Context: an optimization exercise on an open-source flow, tuned for small area, a short achievable clock period and few clock cycles. The choices shown serve that exercise and are no tape-out recipe. Where RTL was checked, it was by simulation tests only, not by an equivalence proof against the original. No activity file was given, so power comes from the tool's default toggle rates.

Setup of the previous run:
==> flow/design.v <==
`default_nettype none
module register_file (
	input logic CLK,
	input logic nRST,
	input logic wen,
	input logic [4:0] wsel,
	input logic [31:0] wdat,
	input logic [31:1] rsel1,
	input logic [31:1] rsel2,
	output logic [31:0] rdat1,
	output logic [31:0] rdat2,
	output logic rvld1,
	output logic rvld2
);
	logic [31:0] regs [1:31];
	logic [31:1] vld;
	always_ff @(posedge CLK) begin
		for (int i = 1; i < 32; i++) begin
			if (wen && (wsel == 5'(i))) begin
				regs[i] <= wdat;
			end
		end
	end
	always_ff @(posedge CLK, negedge nRST) begin
		if (!nRST) begin
			vld <= '0;
		end else begin
			for (int i = 1; i < 32; i++) begin
				if (wen && (wsel == 5'(i))) begin
					vld[i] <= 1'b1;
				end
			end
		end
	end
	always_comb begin
		rdat1 = '0;
		rdat2 = '0;
		for (int i = 1; i < 32; i++) begin
			rdat1 = rdat1 | (regs[i] & {32{rsel1[i]}});
			rdat2 = rdat2 | (regs[i] & {32{rsel2[i]}});
		end
	end
	assign rvld1 = |(rsel1 & vld);
	assign rvld2 = |(rsel2 & vld);
endmodule
`default_nettype wire
`default_nettype none
module cpu_top (
	input logic CLK,
	input logic nRST,
	output logic mem_ren,
	output logic mem_wen,
	output logic [31:0] mem_addr,
	output logic [31:0] mem_store,
	input logic [31:0] mem_load,
	input logic mem_ready,
	output logic halt
);
	localparam logic [5:0] OP_RTYPE = 6'h00;
	localparam logic [5:0] OP_BEQ = 6'h04;
	localparam logic [5:0] OP_ADDIU = 6'h09;
	localparam logic [5:0] OP_LW = 6'h23;
	localparam logic [5:0] OP_SW = 6'h2b;
	localparam logic [5:0] OP_HALT = 6'h3f;
	localparam logic [5:0] FN_ADDU = 6'h21;
	localparam logic [5:0] FN_SUBU = 6'h23;
	localparam logic [5:0] FN_AND = 6'h24;
	localparam logic [5:0] FN_OR = 6'h25;
	localparam logic [5:0] FN_SLT = 6'h2a;
	logic [31:2] fa;           
	logic fgo;                 
	logic squash;              
	logic [31:0] ir;
	logic ir_valid;
	logic ir_halt;             
	logic [31:0] opa, opb;     
	logic dpend;               
	logic dact;                
	logic dwe;
	logic [31:0] daddr, sdata;
	logic [4:0] ldst;
	logic [5:0] op, fn;
	logic [4:0] rs, rt, rd;
	logic [31:0] immx;
	logic is_r, r_ok, is_addiu, is_lw, is_sw, is_beq, is_mem;
	assign op = ir[31:26];
	assign fn = ir[5:0];
	assign rs = ir[25:21];
	assign rt = ir[20:16];
	assign rd = ir[15:11];
	assign immx = {{16{ir[15]}}, ir[15:0]};
	assign is_r = (op == OP_RTYPE);
	assign r_ok = is_r && ((fn == FN_ADDU) || (fn == FN_SUBU) || (fn == FN_AND)
		|| (fn == FN_OR) || (fn == FN_SLT));
	assign is_addiu = (op == OP_ADDIU);
	assign is_lw = (op == OP_LW);
	assign is_sw = (op == OP_SW);
	assign is_beq = (op == OP_BEQ);
	assign is_mem = is_lw || is_sw;
	logic x_ok, x_fetch, x_squash, x_mem;
	logic [31:0] bop, bx, sum, result;
	logic [32:0] sum_c;
	logic sub, slt, eq;
	logic rf_wen, x_wen;
	logic [4:0] rf_wsel, x_wsel;
	logic [31:0] rf_wdat;
	assign x_ok = ir_valid && !dact && !dpend;
	assign x_fetch = x_ok && !ir_halt;
	assign x_mem = x_ok && is_mem;
	assign sub = is_r && ((fn == FN_SUBU) || (fn == FN_SLT));
	assign bop = is_r ? opb : immx;
	assign bx = bop ^ {32{sub}};
	assign sum_c = {opa, 1'b1} + {bx, sub};
	assign sum = sum_c[32:1];
	assign slt = (opa[31] != opb[31]) ? opa[31] : sum[31];
	assign eq = (opa == opb);
	always_comb begin
		case (fn)
			FN_AND: result = opa & opb;
			FN_OR: result = opa | opb;
			FN_SLT: result = {31'b0, slt};
			default: result = sum;
		endcase
		if (!is_r) result = sum;
	end
	assign x_squash = x_ok && is_beq && (rs != rt) && eq;
	assign x_wsel = is_r ? rd : rt;
	assign x_wen = x_ok && (r_ok || is_addiu) && (x_wsel != '0);
	always_comb begin
		if (dact) begin
			rf_wen = !dwe && mem_ready && (ldst != '0);
			rf_wsel = ldst;
			rf_wdat = mem_load;
		end else begin
			rf_wen = x_wen;
			rf_wsel = x_wsel;
			rf_wdat = result;
		end
	end
	logic wb_v;
	logic [4:0] wb_sel;
	logic [31:0] wb_dat, rf_a, rf_b, nx_a, nx_b;
	logic [4:0] ld_rs, ld_rt;
	logic [31:1] ld_rs_oh, ld_rt_oh;
	logic rf_va, rf_vb;
	assign ld_rs = mem_load[25:21];
	assign ld_rt = mem_load[20:16];
	always_comb begin
		for (int i = 1; i < 32; i++) begin
			ld_rs_oh[i] = (ld_rs == 5'(i));
			ld_rt_oh[i] = (ld_rt == 5'(i));
		end
	end
	register_file u_rf (
		.CLK(CLK), .nRST(nRST), .wen(wb_v), .wsel(wb_sel), .wdat(wb_dat),
		.rsel1(ld_rs_oh), .rsel2(ld_rt_oh), .rdat1(rf_a), .rdat2(rf_b),
		.rvld1(rf_va), .rvld2(rf_vb)
	);
	function automatic logic [31:0] pick(input logic [4:0] r, input logic [31:0] rf,
			input logic rfv);
		logic [31:0] v;
		if (x_wen && (x_wsel == r)) begin
			v = result;
		end else if (wb_v && (wb_sel == r)) begin
			v = wb_dat;
		end else begin
			v = rf & {32{rfv}};
		end
		pick = v;
	endfunction
	assign nx_a = pick(ld_rs, rf_a, rf_va);
	assign nx_b = pick(ld_rt, rf_b, rf_vb);
	logic f_act, f_done, d_done, ld_wb, sq_now, uncond;
	logic [29:0] fa_seq, fa_ld, fa_br;
	assign f_act = !dact && (fgo || x_fetch);
	assign f_done = f_act && mem_ready;
	assign d_done = dact && mem_ready;
	assign ld_wb = d_done && !dwe && (ldst != '0);
	assign sq_now = squash || x_squash;
	assign uncond = (mem_load[31:26] == OP_BEQ) && (mem_load[25:21] == mem_load[20:16]);
	assign fa_seq = fa + 30'd1;
	assign fa_ld = fa + {{14{mem_load[15]}}, mem_load[15:0]} + 30'd1;
	assign fa_br = fa + {{14{ir[15]}}, ir[15:0]};
	assign mem_ren = dact ? !dwe : (fgo || (ir_valid && !dpend && !ir_halt));
	assign mem_wen = dact && dwe;
	assign mem_addr = dact ? daddr : {fa, 2'b00};
	assign mem_store = sdata;
	assign halt = ir_valid && ir_halt && !dact && !dpend;
	always_ff @(posedge CLK, negedge nRST) begin
		if (!nRST) begin
			fa <= '0;
			fgo <= 1'b1;
			squash <= 1'b0;
			ir_valid <= 1'b0;
			dpend <= 1'b0;
			dact <= 1'b0;
		end else begin
			if (x_fetch) begin
				ir_valid <= 1'b0;
			end
			if (f_done) begin
				fgo <= sq_now;
				squash <= 1'b0;
				if (sq_now) begin
					fa <= fa_br;
				end else begin
					ir_valid <= 1'b1;
					fa <= uncond ? fa_ld : fa_seq;
					if (dpend || x_mem) begin
						dact <= 1'b1;
						dpend <= 1'b0;
					end
				end
			end else if (f_act) begin
				fgo <= 1'b1;
				squash <= sq_now;
				dpend <= dpend || x_mem;
			end
			if (d_done) begin
				dact <= 1'b0;
			end
		end
	end
	always_ff @(posedge CLK, negedge nRST) begin
		if (!nRST) begin
			wb_v <= 1'b0;
		end else begin
			wb_v <= rf_wen;
		end
	end
	always_ff @(posedge CLK) begin
		wb_sel <= rf_wsel;
		wb_dat <= rf_wdat;
		if (f_done) begin
			ir <= mem_load;
			ir_halt <= (mem_load[31:26] == OP_HALT);
			opa <= nx_a;
			opb <= nx_b;
		end else begin
			if (ld_wb && (ldst == rs)) opa <= mem_load;
			if (ld_wb && (ldst == rt)) opb <= mem_load;
		end
		if (x_mem) begin
			daddr <= sum;
			sdata <= opb;
			dwe <= is_sw;
			ldst <= rt;
		end
	end
endmodule
`default_nettype wire
Settings: LEC_CHECK=0, ABC_CLOCK_PERIOD_IN_PS=3500, CAP_MARGIN=40, CELL_PAD_IN_SITES_DETAIL_PLACEMENT=1, CELL_PAD_IN_SITES_GLOBAL_PLACEMENT=2, CORE_MARGIN=2, CORE_UTILIZATION=25, PLACE_DENSITY=0.5, SETUP_SLACK_MARGIN=5, SLEW_MARGIN=20; clock period 10.0 ns.
run.sh (not shown) runs the stock make flow with config.mk's settings and CLKGATE_MAP_FILE= SYNTH_SCRIPT=/design/flow/synth_recipe.tcl, a recipe that flattens the netlist after the stock synthesis.
Here is what was changed in the inputs of the current run compared with the previous run.
==> flow/flow/run.sh (new file) <==
#!/bin/bash
set -euo pipefail
MARGIN=${MARGIN:-6}
sed -e "s|\"\${@:-finish}\"|SETUP_SLACK_MARGIN=$MARGIN \"\${@:-finish}\"|" standard.sh > standard_margin.sh
grep -q "SETUP_SLACK_MARGIN=$MARGIN" standard_margin.sh
bash standard_margin.sh > flow_make.log 2>&1
==> flow/standard.sh (new file) <==
#!/bin/bash
# synth_recipe.tcl (not shown) runs the flow's synth.tcl, then flattens the netlist and writes it again
# the make line also repeats each setting of config.mk as NAME=value (left out here)
make -C /OpenROAD-flow-scripts/flow DESIGN_CONFIG=/design/flow/config.mk WORK_HOME=/design/flow/orfs CLKGATE_MAP_FILE= SYNTH_SCRIPT=/design/flow/synth_recipe.tcl "${@:-finish}"
--- a/flow/config.mk
+++ b/flow/config.mk
@@ -6,5 +6,4 @@
 export NUM_CORES = 4
 export LEC_CHECK = 0
-export ABC_CLOCK_PERIOD_IN_PS = 3500
 export CAP_MARGIN = 40
 export CELL_PAD_IN_SITES_DETAIL_PLACEMENT = 1
@@ -13,4 +12,3 @@
 export CORE_UTILIZATION = 25
 export PLACE_DENSITY = 0.5
-export SETUP_SLACK_MARGIN = 5
 export SLEW_MARGIN = 20
removed: flow/run.sh
Notes after the runs:
- Clock period minus worst slack (the current run over the previous run): decrease, 0.33 ns
- Looking at the current run and the previous run, the total placed cells including tap cells is a wash.
- Changes observed in the current run relative to the previous run: clock tree cell share of total cell area moved down; area of the multi-input gates moved up; wire length on met3 moved up.
- Non-clock buffer count in the current run is 61% above the previous run.
- The previous run → the current run: via count went up, worst setup slack went up.
- Re wire length on met1: the current run is about 0.8% up on the previous run.
- Number of clock buffers inserted by TritonCTS grows slightly when moving from the previous run to the current run.
No functional check of the RTL was part of any run of this note.

cpu_top, a different RTL version from the one above (not shown whole).
Size in the first run: about 5,100 cells after synthesis, ~1,300 flip-flops, about 100 I/O pins.
## cpu_top
module cpu_top (
	input logic CLK,
	input logic nRST,
	output logic mem_ren,
	output logic mem_wen,
	output logic [31:0] mem_addr,
	output logic [31:0] mem_store,
	input logic [31:0] mem_load,
	input logic mem_ready,
	output logic halt
);
export LEC_CHECK = 0
export CAP_MARGIN = 40
export CELL_PAD_IN_SITES_DETAIL_PLACEMENT = 1
export CELL_PAD_IN_SITES_GLOBAL_PLACEMENT = 2
export CORE_MARGIN = 2
export CORE_UTILIZATION = 25
export CTS_CLUSTER_DIAMETER = 100
export CTS_CLUSTER_SIZE = 22
export PLACE_DENSITY = 0.5
export SLEW_MARGIN = 20
export TNS_END_PERCENT = 10
create_clock -name core_clock -period 10.0 [get_ports {CLK}]
standard.sh (not shown) runs the stock make flow with config.mk's settings and CLKGATE_MAP_FILE= SYNTH_SCRIPT=/design/flow/synth_recipe.tcl, a recipe that flattens the netlist after the stock synthesis.
==> flow/flow/run.sh <==
#!/bin/bash
set -euo pipefail
MARGIN=${MARGIN:-6}
sed -e "s|\"\${@:-finish}\"|SETUP_SLACK_MARGIN=$MARGIN \"\${@:-finish}\"|" standard.sh > standard_margin.sh
grep -q "SETUP_SLACK_MARGIN=$MARGIN" standard_margin.sh
bash standard_margin.sh > flow_make.log 2>&1
The first run finished clean.
Edit:
==> flow/run.sh (new file) <==
#!/bin/bash
# synth_recipe.tcl (not shown) runs the flow's synth.tcl, then flattens the netlist and writes it again
# the make line also repeats each setting of config.mk as NAME=value (left out here)
make -C /OpenROAD-flow-scripts/flow DESIGN_CONFIG=/design/flow/config.mk WORK_HOME=/design/flow/orfs CLKGATE_MAP_FILE= SYNTH_SCRIPT=/design/flow/synth_recipe.tcl finish
--- a/flow/config.mk
+++ b/flow/config.mk
@@ -14,4 +14,5 @@
 export CTS_CLUSTER_SIZE = 22
 export PLACE_DENSITY = 0.5
+export SETUP_SLACK_MARGIN = 5
 export SLEW_MARGIN = 20
 export TNS_END_PERCENT = 10
removed: flow/flow/run.sh
removed: flow/standard.sh
=> Via count came out lower by a few percent; hold slack gains 7.2 ps; final cell count fell by a few percent.
No run of this note included a check of the RTL's function; only the layout flow was run.

== lane 1 ==
cpu_top, a different RTL version from the one above (not shown whole).
Size: roughly 100 I/O pins, roughly 0.059 sq mm of cells after synthesis.
// cpu_top
module cpu_top (
	input logic CLK,
	input logic nRST,
	output logic mem_ren,
	output logic mem_wen,
	output logic [31:0] mem_addr,
	output logic [31:0] mem_store,
	input logic [31:0] mem_load,
	input logic mem_ready,
	output logic halt
);
export LEC_CHECK = 0
export CAP_MARGIN = 40
export CELL_PAD_IN_SITES_DETAIL_PLACEMENT = 1
export CELL_PAD_IN_SITES_GLOBAL_PLACEMENT = 2
export CORE_MARGIN = 2
export CORE_UTILIZATION = 25
export CTS_CLUSTER_DIAMETER = 100
export CTS_CLUSTER_SIZE = 26
export PLACE_DENSITY = 0.5
export SETUP_SLACK_MARGIN = 5
export SLEW_MARGIN = 20
export TNS_END_PERCENT = 10
create_clock -name core_clock -period 10.0 [get_ports {CLK}]
run.sh (not shown) runs the stock make flow with config.mk's settings and CLKGATE_MAP_FILE= SYNTH_SCRIPT=/design/flow/synth_recipe.tcl, a recipe that flattens the netlist after the stock synthesis.
Stock flow here: none of the scripts above is used.
Testbench counts of lane 1, summed over its fixed seeds: cycles 46,604.
[inputs] lane 2 vs lane 1
- changing CTS_CLUSTER_DIAMETER from 100 to 80
- changing CTS_CLUSTER_SIZE from 26 to 30
Findings:
- Lane 2 finished every stage and its layout cleared the timing, design-rule and antenna checks.
- NOTE: share of total power in the clock network in lane 2 exceeds that of lane 1
- Lane 2 vs lane 1 on setup slack: lane 2 is the higher one.
- Of lane 1 and lane 2, the run reporting the lower worst hold slack was lane 2.
- The critical path's slowest cell comes out edfxtp_1 in one run and dfrtp_1 in the other, namely in lane 1 and lane 2 respectively.
- Compared with lane 1, in lane 2 number of clock buffers in the layout went up, combinational fraction of design power went down, wire length went up.

Starting RTL as in the previous note.
## cpu_top
module cpu_top (
	input logic CLK,
	input logic nRST,
	output logic mem_ren,
	output logic mem_wen,
	output logic [31:0] mem_addr,
	output logic [31:0] mem_store,
	input logic [31:0] mem_load,
	input logic mem_ready,
	output logic halt
);
	localparam logic [5:0] OP_RTYPE = 6'h00;
	localparam logic [5:0] OP_BEQ = 6'h04;
	localparam logic [5:0] OP_ADDIU = 6'h09;
	localparam logic [5:0] OP_LW = 6'h23;
	localparam logic [5:0] OP_SW = 6'h2b;
	localparam logic [5:0] OP_HALT = 6'h3f;
	localparam logic [5:0] FN_ADDU = 6'h21;
	localparam logic [5:0] FN_SUBU = 6'h23;
	localparam logic [5:0] FN_AND = 6'h24;
	localparam logic [5:0] FN_OR = 6'h25;
	localparam logic [5:0] FN_SLT = 6'h2a;
	logic [31:2] fa;           
	logic fgo;                 
	logic squash;              
	logic [31:0] ir;
	logic ir_valid;
	logic [31:1] rs_oh, rt_oh;
	logic dpend;               
	logic dact;                
	logic dwe;
	logic [31:0] daddr, sdata;
	logic [4:0] ldst;
	logic [5:0] op, fn;
	logic [4:0] rs, rt, rd;
	logic [31:0] immx;
	logic is_r, r_ok, is_addiu, is_lw, is_sw, is_beq, is_halt, is_mem;
	assign op = ir[31:26];
	assign fn = ir[5:0];
	assign rs = ir[25:21];
	assign rt = ir[20:16];
	assign rd = ir[15:11];
	assign immx = {{16{ir[15]}}, ir[15:0]};
	assign is_r = (op == OP_RTYPE);
	assign r_ok = is_r && ((fn == FN_ADDU) || (fn == FN_SUBU) || (fn == FN_AND)
		|| (fn == FN_OR) || (fn == FN_SLT));
	assign is_addiu = (op == OP_ADDIU);
	assign is_lw = (op == OP_LW);
	assign is_sw = (op == OP_SW);
	assign is_beq = (op == OP_BEQ);
	assign is_halt = (op == OP_HALT);
	assign is_mem = is_lw || is_sw;
  ...
==> flow/config.mk <==
export PLATFORM = sky130hd
export DESIGN_NAME = cpu_top
export DESIGN_NICKNAME = cpu_top
export VERILOG_FILES = /design/flow/design.v
export SDC_FILE = /design/flow/constraint.sdc
export NUM_CORES = 4
export LEC_CHECK = 0
export ABC_CLOCK_PERIOD_IN_PS = 3500
export CAP_MARGIN = 40
export CELL_PAD_IN_SITES_DETAIL_PLACEMENT = 1
export CELL_PAD_IN_SITES_GLOBAL_PLACEMENT = 2
export CORE_MARGIN = 2
export CORE_UTILIZATION = 25
export PLACE_DENSITY = 0.5
export SETUP_SLACK_MARGIN = 5
export SLEW_MARGIN = 20
==> flow/constraint.sdc <==
create_clock -name core_clock -period 10.0 [get_ports {CLK}]
set_input_delay 2.0000 -clock core_clock [delete_from_list [all_inputs] [get_ports {CLK}]]
set_output_delay 2.0000 -clock core_clock [all_outputs]
set_load 0.01 [all_outputs]
The first run finished clean.
Testbench counts at the start, summed over its fixed seeds: cycles 46,604.
Change:
--- a/flow/config.mk
+++ b/flow/config.mk
@@ -6,11 +6,11 @@
 export NUM_CORES = 4
 export LEC_CHECK = 0
-export ABC_CLOCK_PERIOD_IN_PS = 3500
 export CAP_MARGIN = 40
 export CELL_PAD_IN_SITES_DETAIL_PLACEMENT = 1
 export CELL_PAD_IN_SITES_GLOBAL_PLACEMENT = 2
 export CORE_MARGIN = 2
-export CORE_UTILIZATION = 25
-export PLACE_DENSITY = 0.5
+export CORE_UTILIZATION = 45
+export CTS_BUF_LIST = sky130_fd_sc_hd__clkbuf_4 sky130_fd_sc_hd__clkbuf_8
+export PLACE_DENSITY = 0.6
 export SETUP_SLACK_MARGIN = 5
 export SLEW_MARGIN = 20
Result: The changed run finished with timing, DRC and antenna clean; sequential cell count is unchanged; fmax decreases by 3.9%; cell count decreases by 16%; cell area decreases by 3.6%; core utilization increases by 24 points; via count increases by 4.6%.
Change:
--- a/flow/config.mk
+++ b/flow/config.mk
@@ -10,7 +10,9 @@
 export CELL_PAD_IN_SITES_GLOBAL_PLACEMENT = 2
 export CORE_MARGIN = 2
-export CORE_UTILIZATION = 45
-export CTS_BUF_LIST = sky130_fd_sc_hd__clkbuf_4 sky130_fd_sc_hd__clkbuf_8
-export PLACE_DENSITY = 0.6
+export CORE_UTILIZATION = 25
+export CTS_CLUSTER_DIAMETER = 100
+export CTS_CLUSTER_SIZE = 22
+export PLACE_DENSITY = 0.5
 export SETUP_SLACK_MARGIN = 5
 export SLEW_MARGIN = 20
+export TNS_END_PERCENT = 10
The changed run ran to the end with no violations.
Count of clock-buffer cells in the layout fell by 180.
Design area fell slightly.
Cell count rose by about a fifth.
Change:
--- a/flow/config.mk
+++ b/flow/config.mk
@@ -13,5 +13,5 @@
 export CTS_CLUSTER_DIAMETER = 100
 export CTS_CLUSTER_SIZE = 22
-export PLACE_DENSITY = 0.5
+export PLACE_DENSITY = 0.65
 export SETUP_SLACK_MARGIN = 5
 export SLEW_MARGIN = 20
=>
- The new run ran to the end with no violations
- core utilization fell by 0.26 points
- die area does not change
- wire length fell by 7.9%
- cell area fell by about 0.9%
- register-to-register slack is worse by 40 ps
Change:
==> flow/config.mk (replaced) <==
export PLATFORM = sky130hd
export DESIGN_NAME = cpu_top
export DESIGN_NICKNAME = cpu_top
export VERILOG_FILES = /design/flow/design.v
export SDC_FILE = /design/flow/constraint.sdc
export NUM_CORES = 4
export LEC_CHECK = 0
export CAP_MARGIN = 10
export CELL_PAD_IN_SITES_DETAIL_PLACEMENT = 1
export CELL_PAD_IN_SITES_GLOBAL_PLACEMENT = 2
export CORE_MARGIN = 2
export CORE_UTILIZATION = 25
export PLACE_DENSITY = 0.5
export SETUP_SLACK_MARGIN = 5
export SLEW_MARGIN = 10
export TNS_END_PERCENT = 10
After rerunning:
- worst setup slack improved by 56 ps
- area after synthesis does not change
- total power goes up by roughly a tenth
- routed wire length goes up by roughly a tenth
- via count goes down slightly
- cell area goes up by a few percent
- global-route usage goes up by 3.0 points
Change:
--- a/flow/config.mk
+++ b/flow/config.mk
@@ -6,11 +6,13 @@
 export NUM_CORES = 4
 export LEC_CHECK = 0
-export CAP_MARGIN = 10
+export CAP_MARGIN = 40
 export CELL_PAD_IN_SITES_DETAIL_PLACEMENT = 1
 export CELL_PAD_IN_SITES_GLOBAL_PLACEMENT = 2
 export CORE_MARGIN = 2
 export CORE_UTILIZATION = 25
+export CTS_CLUSTER_DIAMETER = 80
+export CTS_CLUSTER_SIZE = 20
 export PLACE_DENSITY = 0.5
 export SETUP_SLACK_MARGIN = 5
-export SLEW_MARGIN = 10
+export SLEW_MARGIN = 20
 export TNS_END_PERCENT = 10
The new run went through all stages and came out clean.
Final area drops by 2.0%.
Setup slack improves by 56 ps.
Routed wire length drops by about 2.2%.
Total power drops by 6.4%.
Synthesized area stays the same.
First-iteration DRC count drops by 6.1%.
Via count drops by 1.5%.
Utilization drops by 0.64 points.
Clock-buffer cell count drops by 93.
Global-route usage drops by 0.71 points.

==> re-timing with driven ports <==
How much do the figures lean on ideal ports? The routed layouts below were timed once more, with nothing changed but the port constraints.
Step 1: set_driving_cell puts a clkbuf_16 on CLK and a buf_2 on each other input, an assumption about the parent block.
Step 2 times the ports against the registers' clock, not the clock port: input delays grow and output delays shrink by t, the midpoint of the rising clock arrivals with the driver on.
Slacks: ideal ports / drivers / drivers and shift; pairs: ideal ports / drivers.
run | shift t [ns] | slack for setup (ns) | worst data-port slew with drivers (ns) | cell pins on the clock port's net
the previous run | 0.918 | 4.895 / 4.962 / 4.044 | 0.06 | 1
the current run | 0.907 | 5.224 / 5.224 / 4.751 | 0.09 | 1
the first run of note 2 | 0.863 | 4.918 / 4.826 / 4.495 | 0.11 | 1
the second run of note 2 | 0.842 | 4.780 / 4.792 / 3.994 | 0.09 | 1
lane 1 | 0.837 | 4.739 / 4.739 / 4.148 | 0.12 | 1
lane 2 | 0.879 | 4.817 / 4.817 / 4.206 | 0.13 | 1
the first run of note 4 | 0.922 | 4.912 / 4.912 / 4.302 | 0.12 | 1
the second run of note 4 | 1.046 | 4.705 / 4.705 / 4.225 | 0.04 | 1
the third run of note 4 | 0.841 | 4.772 / 4.772 / 4.126 | 0.13 | 1
the fourth run of note 4 | 0.822 | 4.730 / 4.730 / 4.238 | 0.07 | 1
the fifth run of note 4 | 0.921 | 4.786 / 4.786 / 4.156 | 0.12 | 1
the sixth run of note 4 | 0.871 | 4.842 / 4.842 / 4.224 | 0.12 | 1
After both steps setup and hold are still met in every run listed. The setup slack of the previous run, which loses most, moves by +0.067 ns with the drivers and by -0.851 ns with both steps.
